Source: an optimization exercise on an open RTL-to-GDS flow (aim: small area). Production flows keep margins and buffers that such runs may drop.
Only simulation tests tie the RTL to the original design; equivalence was not proved.
Power figures rest on the tool's default switching activity, not on a simulated workload.

## flow/config.mk

```make
export PLATFORM = sky130hd
export DESIGN_NAME = imageWrite
export DESIGN_NICKNAME = imageWrite
export VERILOG_FILES = /design/flow/design.v
export SDC_FILE = /design/flow/constraint.sdc
export NUM_CORES = 4
export LEC_CHECK = 0
export CAP_MARGIN = 20
export CELL_PAD_IN_SITES_DETAIL_PLACEMENT = 2
export CELL_PAD_IN_SITES_GLOBAL_PLACEMENT = 2
export CORE_MARGIN = 2
export CORE_UTILIZATION = 30
export PLACE_DENSITY = 0.35
export SLEW_MARGIN = 20
```

## flow/constraint.sdc

```tcl
create_clock -name core_clock -period 10.0 [get_ports {HCLK}]
set_input_delay 2.0000 -clock core_clock [delete_from_list [all_inputs] [get_ports {HCLK}]]
set_output_delay 2.0000 -clock core_clock [all_outputs]
set_load 0.01 [all_outputs]
```

## flow/design.v

```verilog
`timescale 1ns/1ps
module pixelCapture
(
    input  logic                                   HCLK,
    input  logic                                   HRESETn,
    input  logic                                   hsync,
    input  logic [2*24-1:0]         beat,
    input  logic                                   busy,
    input  logic [$clog2(((16 * 3) * 4))-1:0]        rdAddr,
    output logic [7:0]                             rdByte,
    output logic                                   frameDone
);
    localparam int COL_W  = $clog2((16 / 2)+1);
    localparam int ROW_W  = $clog2(4+1);
    localparam int ADDR_W = $clog2(((16 * 3) * 4));
    localparam logic [COL_W-1:0] COL_LAST = COL_W'((16 / 2) - 1);
    localparam logic [ROW_W-1:0] ROW_LAST = ROW_W'(4 - 1);
    logic [7:0]        frameMem [0:((16 * 3) * 4)-1];      
    logic [COL_W-1:0]  col;
    logic [ROW_W-1:0]  row;
    logic              takeBeat;
    logic              lastBeat;
    logic [ADDR_W-1:0] beatBase;
    assign takeBeat = hsync && !busy && !frameDone;
    assign lastBeat = (col == COL_LAST) && (row == ROW_LAST);
    assign beatBase = ADDR_W'((int'(ROW_LAST) - int'(row)) * (16 * 3)
                              + int'(col) * (2 * 3));
    always_ff @(posedge HCLK or negedge HRESETn) begin
        if (!HRESETn) begin
            col <= '0;
            row <= '0;
        end else if (takeBeat) begin
            if (col == COL_LAST) begin
                col <= '0;
                if (row == ROW_LAST) begin
                    row <= '0;                           
                end else begin
                    row <= row + 1'b1;
                end
            end else begin
                col <= col + 1'b1;
            end
        end
    end
    always_ff @(posedge HCLK or negedge HRESETn) begin
        if (!HRESETn) begin
            frameDone <= 1'b0;
        end else begin
            frameDone <= takeBeat && lastBeat;
        end
    end
    always_ff @(posedge HCLK) begin
        if (takeBeat) begin
            for (int p = 0; p < 2; p++) begin
                frameMem[beatBase + ADDR_W'(3 * p)]     <= beat[24*p +: 8];
                frameMem[beatBase + ADDR_W'(3 * p + 1)] <= beat[24*p + 8 +: 8];
                frameMem[beatBase + ADDR_W'(3 * p + 2)] <= beat[24*p + 16 +: 8];
            end
        end
    end
    assign rdByte = frameMem[rdAddr];                    
endmodule
`timescale 1ns/1ps
module bmpHeaderGen
(
    input  logic [$clog2((54 + ((16 * 3) * 4)))-1:0] headerIdx,
    output logic [7:0]                       headerByte
);
    localparam logic [31:0] IMAGE_SIZE  = 32'(((16 * 3) * 4));
    localparam logic [31:0] FILE_SIZE   = 32'((54 + ((16 * 3) * 4)));
    localparam logic [31:0] PIX_OFFSET  = 32'(54);
    localparam logic [31:0] DIB_SIZE    = 32'd40;
    localparam logic [31:0] IMG_W       = 32'(16);
    localparam logic [31:0] IMG_H       = 32'(4);    
    localparam logic [15:0] PLANES      = 16'd1;
    localparam logic [15:0] BIT_DEPTH   = 16'd24;
    localparam logic [31:0] COMPRESSION = 32'd0;
    localparam logic [8*54-1:0] HEADER = {
        128'd0,                                          
        IMAGE_SIZE,                                      
        COMPRESSION,                                     
        BIT_DEPTH,                                       
        PLANES,                                          
        IMG_H,                                           
        IMG_W,                                           
        DIB_SIZE,                                        
        PIX_OFFSET,                                      
        32'd0,                                           
        FILE_SIZE,                                       
        8'h4D,                                           
        8'h42                                            
    };
    always_comb begin
        if (int'(headerIdx) < 54) begin
            headerByte = HEADER[8*int'(headerIdx) +: 8];
        end else begin
            headerByte = '0;
        end
    end
endmodule
`timescale 1ns/1ps
module bmpByteSerializer
(
    input  logic                              HCLK,
    input  logic                              HRESETn,
    input  logic                              frameDone,
    input  logic [7:0]                        headerByte,
    input  logic [7:0]                        rdByte,
    input  logic                              bmpAck,
    output logic [$clog2((54 + ((16 * 3) * 4)))-1:0]  headerIdx,
    output logic [$clog2(((16 * 3) * 4))-1:0]   rdAddr,
    output logic [8:0]                        bmpOut,      
    output logic                              busy
);
    localparam int IDX_W  = $clog2((54 + ((16 * 3) * 4)));
    localparam int ADDR_W = $clog2(((16 * 3) * 4));
    localparam logic [IDX_W-1:0] HDR_LAST    = IDX_W'(54 - 1);
    localparam logic [IDX_W-1:0] STREAM_LAST = IDX_W'((54 + ((16 * 3) * 4)) - 1);
    localparam logic [IDX_W-1:0] HDR_LEN     = IDX_W'(54);
    localparam logic [2:0] IDLE       = 3'd0;
    localparam logic [2:0] HEADER_REQ = 3'd1;
    localparam logic [2:0] HEADER_REL = 3'd2;
    localparam logic [2:0] PIXEL_REQ  = 3'd3;
    localparam logic [2:0] PIXEL_REL  = 3'd4;
    logic [2:0]       state;
    logic [IDX_W-1:0] streamCnt;                         
    logic             inPixel;
    always_ff @(posedge HCLK or negedge HRESETn) begin
        if (!HRESETn) begin
            state     <= IDLE;
            streamCnt <= '0;
        end else begin
            case (state)
                IDLE: begin
                    if (frameDone) begin
                        streamCnt <= '0;
                        state     <= HEADER_REQ;
                    end
                end
                HEADER_REQ: begin
                    if (bmpAck) begin
                        state <= HEADER_REL;
                    end
                end
                HEADER_REL: begin
                    if (!bmpAck) begin
                        streamCnt <= streamCnt + 1'b1;
                        if (streamCnt == HDR_LAST) begin
                            state <= PIXEL_REQ;
                        end else begin
                            state <= HEADER_REQ;
                        end
                    end
                end
                PIXEL_REQ: begin
                    if (bmpAck) begin
                        state <= PIXEL_REL;
                    end
                end
                PIXEL_REL: begin
                    if (!bmpAck) begin
                        if (streamCnt == STREAM_LAST) begin
                            streamCnt <= '0;
                            state     <= IDLE;               
                        end else begin
                            streamCnt <= streamCnt + 1'b1;
                            state     <= PIXEL_REQ;
                        end
                    end
                end
                default: begin
                    state <= IDLE;
                end
            endcase
        end
    end
    assign inPixel = (state == PIXEL_REQ) || (state == PIXEL_REL);
    assign headerIdx = streamCnt;
    assign rdAddr    = inPixel ? ADDR_W'(streamCnt - HDR_LEN) : '0;
    assign bmpOut[8]   = (state == HEADER_REQ) || (state == PIXEL_REQ);
    assign bmpOut[7:0] = inPixel ? rdByte : headerByte;
    assign busy = (state != IDLE);
endmodule
`timescale 1ns/1ps
module imageWrite
(
    input  logic                           HCLK,
    input  logic                           HRESETn,
    input  logic                           hsync,
    input  logic [2*24-1:0] beat,         
    input  logic                           bmpAck,
    output logic [8:0]                     bmpOut,       
    output logic                           writeDone
);
    logic                              busy;
    logic [$clog2(((16 * 3) * 4))-1:0]   rdAddr;
    logic [7:0]                        rdByte;
    logic [$clog2((54 + ((16 * 3) * 4)))-1:0]  headerIdx;
    logic [7:0]                        headerByte;
    pixelCapture uCapture (
        .HCLK      (HCLK),
        .HRESETn   (HRESETn),
        .hsync     (hsync),
        .beat      (beat),
        .busy      (busy),
        .rdAddr    (rdAddr),
        .rdByte    (rdByte),
        .frameDone (writeDone)                           
    );
    bmpHeaderGen uHeader (
        .headerIdx  (headerIdx),
        .headerByte (headerByte)
    );
    bmpByteSerializer uSerializer (
        .HCLK       (HCLK),
        .HRESETn    (HRESETn),
        .frameDone  (writeDone),
        .headerByte (headerByte),
        .rdByte     (rdByte),
        .bmpAck     (bmpAck),
        .headerIdx  (headerIdx),
        .rdAddr     (rdAddr),
        .bmpOut     (bmpOut),
        .busy       (busy)
    );
endmodule
```

## flow/run.sh

```bash
#!/bin/bash
# synth_recipe.tcl (not shown) runs the flow's synth.tcl, then flattens the netlist and writes it again
# the make line also repeats each setting of config.mk as NAME=value (left out here)
make -C /OpenROAD-flow-scripts/flow DESIGN_CONFIG=/design/flow/config.mk WORK_HOME=/design/flow/orfs CLKGATE_MAP_FILE= SYNTH_SCRIPT=/design/flow/synth_recipe.tcl finish
```

==> run summary <==
-- sequential cells by signal, indices dropped and copies added, names as in the netlist --
name and count:
uCapture.frameMem 1536, uSerializer.streamCnt 8, uCapture.col 4, uCapture.row 3, uSerializer.state 3, uCapture.frameDone 1
-- Yosys cell counts, drive strengths merged, types with 77 or more instances --
| cell type | number | area (µm²) |
|---|---|---|
| a211oi | 86 | 646 |
| a21oi | 636 | 3220 |
| buf | 382 | 2230 |
| clkbuf | 851 | 3200 |
| edfxtp | 1536 | 46100 |
| mux2 | 90 | 1010 |
| mux2i | 1760 | 17600 |
| mux4 | 85 | 1910 |
| nand2 | 1517 | 6050 |
| nand3 | 84 | 420 |
| nor2 | 717 | 2840 |
| o21ai | 1195 | 5980 |
| o221ai | 115 | 1010 |
| o22ai | 77 | 488 |
-- critical path, cell delays in order (launching register included) --
cell,delay (ns)
dfrtp_1,1.07
and3b_1,0.87
nor2_4,0.20
buf_4,0.35
nor2_1,0.68
nand2_1,0.48
o311ai_1,1.11
a22oi_1,0.57
a221o_1,0.51
clkdlybuf4s50_1,0.53
-- cell type report --
| cell class | instances | area [µm²] | share of cell area |
|---|---|---|---|
| Multi-Input combinational cell | 6993 | 47200 | 0.431 |
| Antenna cell | 18 | 45.0 | 0.000411 |
| Clock inverter | 104 | 783 | 0.00715 |
| Inverter | 31 | 123 | 0.00112 |
| Sequential cell | 1555 | 46600 | 0.425 |
| Clock buffer | 269 | 5540 | 0.0505 |
| Timing Repair Buffer | 430 | 3830 | 0.0350 |
| Tap cell | 4346 | 5440 | 0.0496 |
-- power by group through the flow --
stage	Combinational, W	Sequential (W)	Clock, W
6_report	0.0114	0.00877	0.00746
4_1_cts	0.0110	0.00876	0.00755
2_1_floorplan	0.00556	0.00865	0
3_5_place_dp	0.0110	0.00889	0
3_3_place_gp	0.0108	0.00888	0
5_1_grt	0.0115	0.00882	0.00773
-- worst min path at each step --
stage | start | to | slack [ns] | cells after the start
2_1_floorplan | uCapture.row[2] | uCapture.row[2] | 0.50 | 2
3_3_place_gp | uSerializer.streamCnt[4] | uSerializer.streamCnt[4] | 0.47 | 1
3_5_place_dp | uSerializer.streamCnt[4] | uSerializer.streamCnt[4] | 0.48 | 1
4_1_cts | uSerializer.streamCnt[4] | uSerializer.streamCnt[4] | 0.49 | 1
5_1_grt | uSerializer.streamCnt[4] | uSerializer.streamCnt[4] | 0.51 | 1
6_report | uSerializer.streamCnt[4] | uSerializer.streamCnt[4] | 0.50 | 1
-- logic make-up after synthesis --
| group | Yosys count | synth area share |
|---|---|---|
| AO/OA/AOI/OAI | 2494 | 0.147 |
| multiplexers | 1935 | 0.209 |
| flip-flops | 1555 | 0.474 |
| XOR/XNOR | 20 | 0.00211 |
| AND/OR/NAND/NOR | 2527 | 0.108 |
| adder cells (fa/ha/maj) | 17 | 0.00239 |
| buffers and inverters | 1264 | 0.0564 |
-- through the flow --
step	power (W)	worst slack, ns	instance area (µm²)	hold WS (ns)	utilization
2_1_floorplan	0.0142	5.03	98200	0.502	-
3_5_place_dp	0.0199	1.97	103000	0.485	0.315
5_1_grt	0.0281	0.924	110000	0.507	0.335
3_3_place_gp	0.0197	2.13	103000	0.467	0.314
6_report	0.0276	0.666	110000	0.497	0.335
4_1_cts	0.0273	0.970	109000	0.492	0.334
-- layer usage --
| layer | global-route usage | vias to the layer above | routed length [µm] |
|---|---|---|---|
| li1 | - | 34700 | - |
| met4 | 0.121 | 8 | 22300 |
| met1 | 0.518 | 47600 | 278000 |
| met3 | 0.0505 | 860 | 43800 |
| met5 | 0 | - | 46 |
| met2 | 0.558 | 3837 | 273000 |
==> run summary <==
- Final Hold Violating Endpoints: 0
- Reg power frac: 0.318
- Largest net degree at the start of global routing: 86
- Startpoint Class: register
- Post-CTS sizing: 0
- Reg2Reg Capture Point: uCapture.frameMem[100][4]
- Syn Nets: 9881
- Crit path max fanout: 28
- Core ar.: 327000 µm²
- Via count: 87100
- Clock share of power: 0.270
- Final Cycle Share: 0.933
- Fin. max-slew vios: 0
- Root buffer cell: clkbuf_16
- Post-synth cell types: 100
- Vias in the first global route: 87100
- Row cnt: 210
- RSZ-0062 raised after global routing: false
- Drt total wl: 617 mm
- Hpwl dp: 372 mm
- Final setup fails: 0
- Clk_skew: 0.0445 ns
- Worst EP required: 8.00 ns
- Area growth, synth to finish: 11.5%
- Leak Pwr: 42.4 nW
- Worst Tran Pin Value: 1.35 ns
- Final routed DRC violation total: 0
- Reg clk slew, reported paths: 0.06 ns
- Slew HR: 0.0879
- Postcts setup bufs: 0
- Worst R2R Setup Slack: 2.92 ns
- Global-route wire length before repair: 822 mm
- DR iter-0 viols: 10800
- Top achievable clock speed: 107 MHz
- Number of flops mapped to enable cells by yosys: 1536
- Number of max-cap violations: 0
- GRT Total Usage: 0.362
- Net Sw Frac: 0.447
- Status: finished clean
- Initial antenna violation count: 60
- IO Count: 62
- CTS tree: built
- Layout net count: 9289
- Combinational share of power: 0.412
- Fillcell total: 34900
- Cell count after synthesis: 9812
- CP Class: register to primary output
- Cells after DPL: 13300
- Switching power: 0.0123 W
- Async SR Flop Fraction: 0.0122
- Setup crit end: bmpOut[4]
- Post-route insts no fill: 13700
- Starting density of the core: 0.301
- Crit path time final: 9.33 ns
- Synth Flop Type: edfxtp_1
- Routed wire length per instance: 44.9 µm
- R2R cell count: 14
- Gpl congestion: 0.937
- # hold bufs at CTS: 0
- FF+latch count, synth: 1555
- R2r startpoint: uCapture.col[0]
- CTS Sinks: 1555
- CP endpoint kind: primary output
- Syn_area_per_cell: 10.0 µm²
- Most common cell after layout, fill and taps aside: mux2i_1
- PwrDens: 252 nW/µm²
- Seq/Total Area, Yosys: 0.474
- Clock latency on the worst-skew pair: 0.96 ns
- Share of cells above drive strength 1: 0.123
- Hold WC Path Type: register to register
- Routed Antenna Nets: 0
- Die area: 332000 µm²
- Via density per instance: 6.34
- Worst Setup SP: uSerializer.state[1]
- # port buffers: 61
- Setup TNS: 0 ns
- Worst vdd ir: 0.213 mV
- H-tree depth: 4
- Die Wd: 576 µm
- WP data arrival: 7.33 ns
- TritonCTS buffer count: 209
- P_int: 0.0153 W
- Most frequent cells in the layout: mux2i_1 (1758), edfxtp_1 (1536), nand2_1 (1428)
- Clock Path Buffers: 4
- Mapped Area: 98200 µm²
- Grt ovf: 0
- Die H: 576 µm
- Synth Warn #: 3
- DR pass1 iterations: 8

==> separate check: timing with driven ports <==
Ports are ideal in the flow. The routed layout listed here was re-timed in OpenROAD. Step 1: set_driving_cell puts a clkbuf_16 on HCLK and a buf_2 on each other input, an assumption about the parent block. Step 2 moves the port delays by t, midway between the first and last clock arrival at a register: inputs arrive t later, outputs are due t later. That takes back most of the time a late clock gives input paths. Three values: ideal, step 1, step 2; two values: the first two.
t, ns: 1.035
setup WS [ns]: 0.666 / 0.576 / 1.611
worst setup path after step 2: register to output
worst data-port slew with drivers (ns): 0.25
cell pins on the clock port's net: 1
After both steps setup and hold are still met in this run. For this run, drivers alone change the setup slack by -0.090 ns; drivers and shift together by +0.945 ns.
